Source: an optimization exercise on an open RTL-to-GDS flow (aim: small area, a short achievable clock period and few clock cycles per item). Production flows keep margins and buffers that such runs may drop. The RTL was checked by simulation tests, not by an equivalence proof against the original design. Power and IR drop assume default switching activity.

run 1:
==> flow/design.v <==
`timescale 1ns/10ps
package rename_pkg;
    localparam int arch_regs = 32;
    localparam int phys_regs = 64;
    localparam int rob_depth = 16;
    localparam int xlen      = 32;
    typedef logic [4:0]      arch_reg_t;
    typedef logic [5:0]      phys_reg_t;
    typedef logic [3:0]      rob_id_t;
    typedef logic [xlen-1:0] pc_t;
endpackage
`timescale 1ns/10ps
module recovery_ctrl (
    input  logic clk,
    input  logic rst_n,
    input  logic flush,
    output logic started,
    output logic recover
);
    always_ff @(posedge clk or negedge rst_n) begin
        if (!rst_n) started <= 1'b0;
        else        started <= 1'b1;
    end
    assign recover = flush || !started;
endmodule
`timescale 1ns/10ps
module walk_counter (
    input  logic                clk,
    input  logic                rst_n,
    input  rename_pkg::rob_id_t reset_value,
    input  logic                step,
    input  logic                load,
    input  rename_pkg::rob_id_t load_value,
    output rename_pkg::rob_id_t value
);
    always_ff @(posedge clk or negedge rst_n) begin
        if (!rst_n)     value <= reset_value;
        else if (load)  value <= load_value;
        else if (step)  value <= value + rename_pkg::rob_id_t'(1);
    end
endmodule
`timescale 1ns/10ps
module alias_table (
    input  logic [rename_pkg::arch_regs-1:1] gen,
    input  logic [rename_pkg::arch_regs-1:1] pend,
    input  rename_pkg::arch_reg_t lookup_rs1,
    input  rename_pkg::arch_reg_t lookup_rs2,
    input  rename_pkg::arch_reg_t write_rd,
    input  logic                  commit_valid,
    input  rename_pkg::arch_reg_t commit_rd,
    output rename_pkg::phys_reg_t map_rs1,
    output rename_pkg::phys_reg_t map_rs2,
    output rename_pkg::phys_reg_t free_phys,
    output logic                  rd_busy
);
    logic [rename_pkg::arch_regs-1:0] spec_gen;
    logic [rename_pkg::arch_regs-1:0] free_gen;
    logic [rename_pkg::arch_regs-1:0] busy;
    logic                             rd_commit;
    assign spec_gen = {gen ^ pend, 1'b0};
    assign free_gen = {~(gen ^ pend), 1'b0};
    assign busy     = {pend, 1'b0};
    assign map_rs1   = {spec_gen[lookup_rs1], lookup_rs1};
    assign map_rs2   = {spec_gen[lookup_rs2], lookup_rs2};
    assign free_phys = {free_gen[write_rd], write_rd};
    logic [3:0] rd_lo;
    logic [7:0] rd_hi;
    logic [7:0] group_busy;
    always_comb begin
        for (int j = 0; j < 4; j++) rd_lo[j] = (write_rd[1:0] == 2'(j));
        for (int g = 0; g < 8; g++) begin
            rd_hi[g]      = (write_rd[4:2] == 3'(g));
            group_busy[g] = |(busy[4*g +: 4] & rd_lo);
        end
    end
    assign rd_commit = commit_valid && (commit_rd == write_rd);
    assign rd_busy   = |(group_busy & rd_hi) && !rd_commit;
endmodule
`timescale 1ns/10ps
module free_list (
    input  logic                  clk,
    input  logic                  rst_n,
    input  logic                  recover,
    input  logic                  rat_write,
    input  rename_pkg::arch_reg_t write_rd,
    input  logic                  commit_valid,
    input  rename_pkg::arch_reg_t commit_rd,
    input  rename_pkg::phys_reg_t commit_phys,
    output logic [rename_pkg::arch_regs-1:1] gen,
    output logic [rename_pkg::arch_regs-1:1] pend
);
    always_ff @(posedge clk or negedge rst_n) begin
        if (!rst_n) begin
            gen  <= '0;
        end else begin
            for (int i = 1; i < rename_pkg::arch_regs; i++)
                if (commit_valid && commit_rd == rename_pkg::arch_reg_t'(i))
                    gen[i] <= commit_phys[5];
        end
    end
    always_ff @(posedge clk) begin
            for (int i = 1; i < rename_pkg::arch_regs; i++) begin
                if (recover)
                    pend[i] <= 1'b0;
                else if (rat_write && write_rd == rename_pkg::arch_reg_t'(i))
                    pend[i] <= 1'b1;
                else if (commit_valid && commit_rd == rename_pkg::arch_reg_t'(i))
                    pend[i] <= 1'b0;
            end
    end
endmodule
`timescale 1ns/10ps
module rob_id_alloc (
    input  logic                clk,
    input  logic                rst_n,
    input  logic                flush,
    input  logic                alloc,
    input  logic                commit_valid,
    output rename_pkg::rob_id_t last_id,
    output logic                id_free
);
    rename_pkg::rob_id_t head;
    walk_counter u_head (
        .clk         (clk),
        .rst_n       (rst_n),
        .reset_value (4'd0),
        .step        (commit_valid),
        .load        (1'b0),
        .load_value  (4'd0),
        .value       (head)
    );
    walk_counter u_last (
        .clk         (clk),
        .rst_n       (rst_n),
        .reset_value (4'd15),
        .step        (alloc),
        .load        (flush),
        .load_value  (commit_valid ? head : head - rename_pkg::rob_id_t'(1)),
        .value       (last_id)
    );
    assign id_free = (last_id - head) != rename_pkg::rob_id_t'(rename_pkg::rob_depth - 2);
endmodule
`timescale 1ns/10ps
module rename_stage (
    input  logic                  clk,
    input  logic                  rst_n,
    input  logic                  flush,
    input  logic                  in_valid,
    input  rename_pkg::pc_t       in_pc,
    input  rename_pkg::arch_reg_t in_rd,
    output logic                  in_ready,
    output logic                  out_valid,
    input  logic                  out_ready,
    output rename_pkg::pc_t       out_pc,
    output rename_pkg::phys_reg_t out_phys_rs1,
    output rename_pkg::phys_reg_t out_phys_rs2,
    output rename_pkg::phys_reg_t out_phys_rd,
    input  rename_pkg::phys_reg_t map_rs1,
    input  rename_pkg::phys_reg_t map_rs2,
    input  rename_pkg::phys_reg_t free_phys,
    input  logic                  rd_busy,
    input  logic                  id_free,
    output logic                  alloc,
    output logic                  rat_write
);
    logic need_rd;
    logic slot_open;
    assign need_rd   = (in_rd != '0);
    assign slot_open = !out_valid || out_ready;
    assign in_ready  = id_free && slot_open && !rd_busy;
    assign alloc     = in_valid && in_ready && !flush;
    assign rat_write = in_valid && id_free && slot_open && need_rd;
    always_ff @(posedge clk or negedge rst_n) begin
        if (!rst_n) begin
            out_valid <= 1'b0;
        end else if (flush) begin
            out_valid <= 1'b0;
        end else if (alloc) begin
            out_valid <= 1'b1;
        end else if (out_ready) begin
            out_valid <= 1'b0;
        end
    end
    always_ff @(posedge clk) begin
        if (slot_open) begin
            out_pc       <= in_pc;
            out_phys_rs1 <= map_rs1;
            out_phys_rs2 <= map_rs2;
            out_phys_rd  <= free_phys;
        end
    end
endmodule
`timescale 1ns/10ps
module rename_top (
    input  logic                  clk,
    input  logic                  rst_n,
    input  logic                  in_valid,
    input  rename_pkg::pc_t       in_pc,
    input  rename_pkg::arch_reg_t in_rs1,
    input  rename_pkg::arch_reg_t in_rs2,
    input  rename_pkg::arch_reg_t in_rd,
    output logic                  in_ready,
    output logic                  out_valid,
    input  logic                  out_ready,
    output rename_pkg::pc_t       out_pc,
    output rename_pkg::phys_reg_t out_phys_rs1,
    output rename_pkg::phys_reg_t out_phys_rs2,
    output rename_pkg::phys_reg_t out_phys_rd,
    output rename_pkg::rob_id_t   out_rob_id,
    input  logic                  commit_valid,
    input  rename_pkg::arch_reg_t commit_rd,
    input  rename_pkg::phys_reg_t commit_phys,
    input  logic                  flush
);
    logic                  recover;
    rename_pkg::phys_reg_t map_rs1;
    rename_pkg::phys_reg_t map_rs2;
    rename_pkg::phys_reg_t free_phys;
    logic                  rd_busy;
    logic                  alloc;
    logic                  rat_write;
    logic                  id_free;
    logic [rename_pkg::arch_regs-1:1] gen;
    logic [rename_pkg::arch_regs-1:1] pend;
    logic                  started;
    logic                  id_ok;
    recovery_ctrl u_recovery_ctrl (
        .clk     (clk),
        .rst_n   (rst_n),
        .flush   (flush),
        .started (started),
        .recover (recover)
    );
    free_list u_free_list (
        .clk          (clk),
        .rst_n        (rst_n),
        .recover      (recover),
        .rat_write    (rat_write),
        .write_rd     (in_rd),
        .commit_valid (commit_valid),
        .commit_rd    (commit_rd),
        .commit_phys  (commit_phys),
        .gen          (gen),
        .pend         (pend)
    );
    alias_table u_alias_table (
        .gen        (gen),
        .pend       (pend),
        .lookup_rs1 (in_rs1),
        .lookup_rs2 (in_rs2),
        .write_rd   (in_rd),
        .commit_valid (commit_valid),
        .commit_rd  (commit_rd),
        .map_rs1    (map_rs1),
        .map_rs2    (map_rs2),
        .free_phys  (free_phys),
        .rd_busy    (rd_busy)
    );
    rob_id_alloc u_rob_id_alloc (
        .clk          (clk),
        .rst_n        (rst_n),
        .flush        (flush),
        .alloc        (alloc),
        .commit_valid (commit_valid),
        .last_id      (out_rob_id),
        .id_free      (id_free)
    );
    assign id_ok = id_free && started;
    rename_stage u_rename_stage (
        .clk          (clk),
        .rst_n        (rst_n),
        .flush        (flush),
        .in_valid     (in_valid),
        .in_pc        (in_pc),
        .in_rd        (in_rd),
        .in_ready     (in_ready),
        .out_valid    (out_valid),
        .out_ready    (out_ready),
        .out_pc       (out_pc),
        .out_phys_rs1 (out_phys_rs1),
        .out_phys_rs2 (out_phys_rs2),
        .out_phys_rd  (out_phys_rd),
        .map_rs1      (map_rs1),
        .map_rs2      (map_rs2),
        .free_phys    (free_phys),
        .rd_busy      (rd_busy),
        .id_free      (id_ok),
        .alloc        (alloc),
        .rat_write    (rat_write)
    );
endmodule
==> flow/config.mk <==
export PLATFORM = sky130hd
export DESIGN_NAME = rename_top
export DESIGN_NICKNAME = rename_top
export VERILOG_FILES = /design/flow/design.v
export SDC_FILE = /design/flow/constraint.sdc
export NUM_CORES = 4
export LEC_CHECK = 0
export CAP_MARGIN = 20
export CORE_MARGIN = 2
export CORE_UTILIZATION = 45
export SETUP_SLACK_MARGIN = 1.9
export SLEW_MARGIN = 20
==> flow/constraint.sdc <==
create_clock -name core_clock -period 5.5 [get_ports {clk}]
set_input_delay 1.1000 -clock core_clock [delete_from_list [all_inputs] [get_ports {clk}]]
set_output_delay 1.1000 -clock core_clock [all_outputs]
set_load 0.01 [all_outputs]
standard.sh (not shown) runs the stock make flow with config.mk's settings and CLKGATE_MAP_FILE= SYNTH_SCRIPT=/design/flow/synth_recipe.tcl, a recipe that flattens the netlist after the stock synthesis.
==> flow/flow/run.sh <==
#!/bin/bash
# The standard layout, with the resizer free to change a cell's footprint,
# port buffers made of buf_1 cells (the resizer upsizes those that need it)
# and a clock tree of small clock buffers with no dummy loads.
set -euo pipefail
bash standard.sh MATCH_CELL_FOOTPRINT=0 \
    "BUFFER_PORTS_ARGS=-buffer_cell sky130_fd_sc_hd__buf_1" \
    "CTS_ARGS=-sink_clustering_enable -repair_clock_nets -sink_clustering_size 20 -sink_clustering_max_diameter 80 -buf_list {sky130_fd_sc_hd__clkbuf_4 sky130_fd_sc_hd__clkbuf_8} -dont_use_dummy_load" \
    finish > standard_flow.log 2>&1
Testbench counts of run 1, summed over its fixed seeds: cycles 6,724, items 4,096.
What run 2 does differently from run 1 at the input level:
- changing CORE_UTILIZATION from 45 to 50
- setting TNS_END_PERCENT to 100 for the first time
[summary]
Measured against each other, run 1 and run 2 differ in layout-stage area growth over the synthesis result, the lower figure coming from run 2.
Non-clock buffer total of the final layout was lower in the run labelled run 2.
Going from run 1 to run 2, the die area was shrunk.
When run 2 is measured against run 1, its portion of the layout cell area used by non-clock buffers turns out 0.66 points lower.
On run 2: standard cell core area is 1300 um^2 lower than what run 1 gave.
Compared with run 1, in run 2 wire length decreased 2.4%; number of post-CTS setup repair buffers rose by 2.
For run 3, these inputs were changed with respect to run 2:
- removing TNS_END_PERCENT (formerly 100)
- changing SETUP_SLACK_MARGIN from 1.9 to 2.5
==> flow/flow/run.sh <==
#!/bin/bash
set -euo pipefail
bash standard.sh MATCH_CELL_FOOTPRINT=0 \
    "BUFFER_PORTS_ARGS=-buffer_cell sky130_fd_sc_hd__buf_1" \
    "CTS_ARGS=-sink_clustering_enable -repair_clock_nets -sink_clustering_size 40 -sink_clustering_max_diameter 200 -sink_clustering_levels 1 -buf_list {sky130_fd_sc_hd__clkbuf_8 sky130_fd_sc_hd__clkbuf_16} -dont_use_dummy_load" \
    finish > standard_flow.log 2>&1
Notes after the runs:
Combinational share of power for run 3 is lower than for run 2. Between run 2 and run 3, the flow reports non-filler instance count after layout increasing slightly. Looking only at final hold slack, and setting everything else aside, the lower value of run 3 and run 2 goes to run 3. Final wirelength (run 3 over run 2): increase, about 3%. Looking only at final critical delay including setup and external delays, and setting everything else aside, the higher value of run 3 and run 2 goes to run 3. Across run 3 and run 2, none had a timing, DRC or antenna violation. The post-placement worst setup slack in run 3 was higher than what run 2 gave. Met2 track demand over resource, run 3 and run 2: larger value in run 3. The fmax number comes out higher for run 2 vs run 3. For height of the die, run 3 and run 2 come out practically identical.
The following lists how run 4 was set up differently from run 3:
- SETUP_SLACK_MARGIN: 2.5 -> 1.5
==> flow/flow/run.sh <==
#!/bin/bash
# The standard layout, with the resizer free to change a cell's footprint,
# port buffers made of buf_1 cells (the resizer upsizes those that need it)
# and a clock tree of small clock buffers with no dummy loads.
set -euo pipefail
bash standard.sh MATCH_CELL_FOOTPRINT=0 \
    "BUFFER_PORTS_ARGS=-buffer_cell sky130_fd_sc_hd__buf_1" \
    "CTS_ARGS=-sink_clustering_enable -repair_clock_nets -sink_clustering_size 20 -sink_clustering_max_diameter 80 -buf_list {sky130_fd_sc_hd__clkbuf_4 sky130_fd_sc_hd__clkbuf_8} -dont_use_dummy_load" \
    finish > standard_flow.log 2>&1
## What came out
Of run 4 and run 3, the run reporting the lower internal power summed over all cells was run 4. Lower areal power density over the cells goes to run 4 over run 3. Via count down about 1.1% in run 4 wrt run 3. Taking run 4 over run 3, the first-iteration DRC count ratio works out to 1.05. [diff] total power of the final layout, run 4 relative to run 3: improvement. Against run 3, run 4 reports a clock skew that is higher. Diff run 3..run 4 | number of diodes | unchanged. Compared with run 3, run 4 shows a share of the final layout cell area in sequential cells that is 2.3 points higher. [compare] base=run 3 new=run 4: relative contribution of sequential cells to total power went up; timing-limited maximum frequency fell about 3.4%; final weighted congestion in routability-driven placement rose about 2.4%.
[inputs] run 5 vs run 4
- a change of SETUP_SLACK_MARGIN from 1.5 to 2.5
[summary]
In terms of final setup violation count, run 5 and run 4 differ only marginally.
Compared with run 4, routed wire length per instance in run 5 increased by a few percent.
NOTE total chip power run 4->run 5 increased slightly
Changes observed in run 5 relative to run 4: global-route wire length before repair went up by about 4%; routed wire length went up by about 5.4%; final worst-path setup slack went up by 0.14 ns; length of routed met2 wiring went up by 390 um.
Changes in run 6 relative to run 5:
==> flow/flow/run.sh <==
#!/bin/bash
set -euo pipefail
bash standard.sh MATCH_CELL_FOOTPRINT=0 \
    "BUFFER_PORTS_ARGS=-buffer_cell sky130_fd_sc_hd__buf_1" \
    "CTS_ARGS=-repair_clock_nets -buf_list {sky130_fd_sc_hd__clkbuf_4 sky130_fd_sc_hd__clkbuf_8} -dont_use_dummy_load" \
    finish > standard_flow.log 2>&1
## What came out
Diff run 5 -> run 6: final design area excluding fillers flat; worst hold slack flat; data arrival time at the worst-slack endpoint flat; number of non-clock buffers flat. Reported for run 6 and run 5, total chip power turned out identical to the last digit. Run 6 -> run 5: synthesized area delta 0, exact match.

-- separate check: timing with driven ports --
No port has a modelled driver above. Below, the same layouts with a new extraction and two added sets of constraints.
Step 1 assumes that a clkbuf_16 drives the clock port and a buf_2 every other input.
Step 2 adds t to the input delays and takes it off the output delays; t is the mean of the earliest and latest rising clock arrival at the registers after step 1. Input paths then give back, and output paths get back, about the clock's delay inside the block.
Slacks: ideal ports / drivers / drivers and shift; pairs: ideal ports / drivers.
run | t, ns | slack for setup (ns) | latest minus earliest clock arrival (ns) | worst slew at a driven data input, ns
run 1 | 0.463 | 1.670 / 1.498 / 1.498 | 0.026 / 0.026 | 0.17
run 2 | 0.471 | 1.733 / 1.670 / 1.670 | 0.031 / 0.031 | 0.06
run 3 | 0.444 | 1.704 / 1.634 / 1.634 | 0.024 / 0.024 | 0.07
run 4 | 0.473 | 1.569 / 1.545 / 1.545 | 0.033 / 0.033 | 0.04
run 5 | 0.472 | 1.710 / 1.648 / 1.648 | 0.033 / 0.033 | 0.07
run 6 | 0.472 | 1.710 / 1.648 / 1.648 | 0.033 / 0.033 | 0.07
After both steps setup and hold are still met in every run listed. The setup slack of run 1, which loses most, moves by -0.172 ns with the drivers and by -0.172 ns with both steps.
